What follows belongs to an exercise in optimizing a design on an open flow for small area, a short achievable clock period and few clock cycles; a production flow would make more cautious choices.
The RTL was checked by simulation tests, not by an equivalence proof against the original design.
Power and IR drop assume default switching activity.

Design fifo_icache_fetch_decode, start of the top module:
module fifo_icache_fetch_decode
(
   input  wire logic        clock,
   input  wire logic        reset,
   input  wire logic        start,
   output logic             busy,
   input  wire logic        req_opcode,
   input  wire logic [31:0] req_fetch_address,
   input  wire logic [31:0] req_memory_word,
   output logic             rsp_valid,
   output logic             rsp_hit,
   output logic [31:0]      rsp_instruction,
   output logic [5:0]       rsp_major_op,
   output logic             rsp_imm_flag,
   output logic             rsp_branch_mode,
   output logic [3:0]       rsp_reg_a,
   output logic [3:0]       rsp_reg_b,
   output logic [3:0]       rsp_reg_c,
   output logic [15:0]      rsp_immediate
);
   localparam int N      = fifd_pkg::CACHE_ENTRIES;
   localparam int SLOT_W = fifd_pkg::SLOT_W;
   logic              fill_accept;
   logic [SLOT_W-1:0] slot_ff;
   logic [N-1:0]      match;
   logic [N-1:0]      wr_en;
   logic [N-1:0]      s1_sel;
   logic              s1_valid;
   logic [N-1:0][31:0] words;
   logic [N-1:0]      first;
   logic [31:0]       read_word;
   logic              out_valid;
   logic              out_hit;
   logic [31:0]       out_word;
   assign busy        = 1'b0;
   assign fill_accept = start && (req_opcode == fifd_pkg::OP_FILL);
   for (genvar i = 0; i < N; i++) begin : g_cell
      assign wr_en[i] = fill_accept && (slot_ff == SLOT_W'(i));
      fifd_cell u_cell (
         .clock      (clock),
         .reset      (reset),
         .wr_en      (wr_en[i]),
         .wr_addr    (req_fetch_address),
         .wr_word    (req_memory_word),
         .probe_addr (req_fetch_address),
         .match      (match[i]),
         .word       (words[i])
      );
   end
   always_ff @(posedge clock) begin
      if (reset) begin
         slot_ff  <= '0;
         s1_valid <= 1'b0;
      end else begin
         if (fill_accept) begin
            slot_ff <= slot_ff + 1'b1;
         end
         s1_valid <= start;
      end
      s1_sel <= (req_opcode == fifd_pkg::OP_FILL) ? wr_en : match;
   end
   always_comb begin
      logic seen;
      seen = 1'b0;
      for (int i = 0; i < N; i++) begin
         first[i] = s1_sel[i] && !seen;
         seen     = seen || s1_sel[i];
      end
   end
  ...
For scale: ~2,500 cells after synthesis, ~1,100 flip-flops, about 140 I/O pins.
clock: 5.0 ns
lec_check: 0
cap_margin: 20
core_margin: 2
core_utilization: 70
setup_slack_margin: 2.8
slew_margin: 20
run.sh (not shown) runs the stock make flow with config.mk's settings and CLKGATE_MAP_FILE= SYNTH_SCRIPT=/design/flow/synth_recipe.tcl, a recipe that flattens the netlist after the stock synthesis.
Testbench counts at the start, summed over its fixed seeds: cycles 12,016.
Edit:
Settings changed: CORE_UTILIZATION 70 to 65, CTS_CLUSTER_DIAMETER from default to 80, CTS_CLUSTER_SIZE from default to 32.
Effect:
- The new run completed with no timing, DRC or antenna violations
- worst hold slack degrades by 47 ps
- worst setup slack improves by 44 ps
- die area went up by a little under a tenth
- register-to-register slack improves by 60 ps
- maximum frequency went up slightly
- cell area went down by a few percent
- via count went down by a few percent
- count of clock-buffer cells in the layout went down by 87
- power went down by about a fifth
Edit:
Settings changed: CTS_BUF_LIST from default to sky130_fd_sc_hd__clkbuf_8 sky130_fd_sc_hd__clkbuf_16, CTS_CLUSTER_DIAMETER 80 to default, CTS_CLUSTER_SIZE 32 to default.
Outcome: Cell area came out higher by a few percent. Wire length came out higher by a few percent. Fmax came out higher by a few percent. Non-clock buffer count came out lower by 18. Combinational power came out lower by a few percent. Synthesized cell count is unchanged. Clock power came out higher by well over a third. Setup slack is better by 54 ps. Power came out higher by about a fifth. Utilization came out higher by 2.8 points.
Edit:
Settings changed: CTS_BUF_LIST sky130_fd_sc_hd__clkbuf_8 sky130_fd_sc_hd__clkbuf_16 to default, CTS_CLUSTER_DIAMETER from default to 60, CTS_CLUSTER_SIZE from default to 24, SETUP_SLACK_MARGIN 2.8 to 2.9.
What happened: Sequential share of layout area goes up by 0.91 points. Wire length goes down by 0.48%. Via count goes down by 1.2%. Area after synthesis is unchanged. Global-route usage goes up by 0.49 points. Fmax goes down by 3.5%. Clock-buffer cell count goes down by 42. Sequential cell count stays the same. Worst hold slack gains 6.2 ps.

afterwards: timing with drivers on the ports:
The results above use ideal ports. As a check the final layouts listed here were re-extracted and re-timed, cells and wires unchanged. Step 1: set_driving_cell puts a clkbuf_16 on clock and a buf_2 on each other input, an assumption about the parent block. Step 2 adds t to the input delays and takes it off the output delays; t is the mean of the earliest and latest rising clock arrival at the registers after step 1. Input paths then give back, and output paths get back, about the clock's delay inside the block. a / b / c = no drivers / after step 1 / after step 2; a / b = the first two.
run | shift t [ns] | slack for setup (ns) | worst setup path at the end | worst data-port slew with drivers (ns)
the first run | 0.726 | 2.718 / 2.718 / 2.097 | input to register | 0.05
the second run | 0.683 | 2.762 / 2.697 / 2.100 | input to register | 0.07
the third run | 0.720 | 2.816 / 2.756 / 2.114 | input to register | 0.09
the fourth run | 0.712 | 2.737 / 2.700 / 2.228 | input to register | 0.09
After both steps setup and hold are still met in every run listed. The setup slack of the third run, which loses most, moves by -0.060 ns with the drivers and by -0.702 ns with both steps.
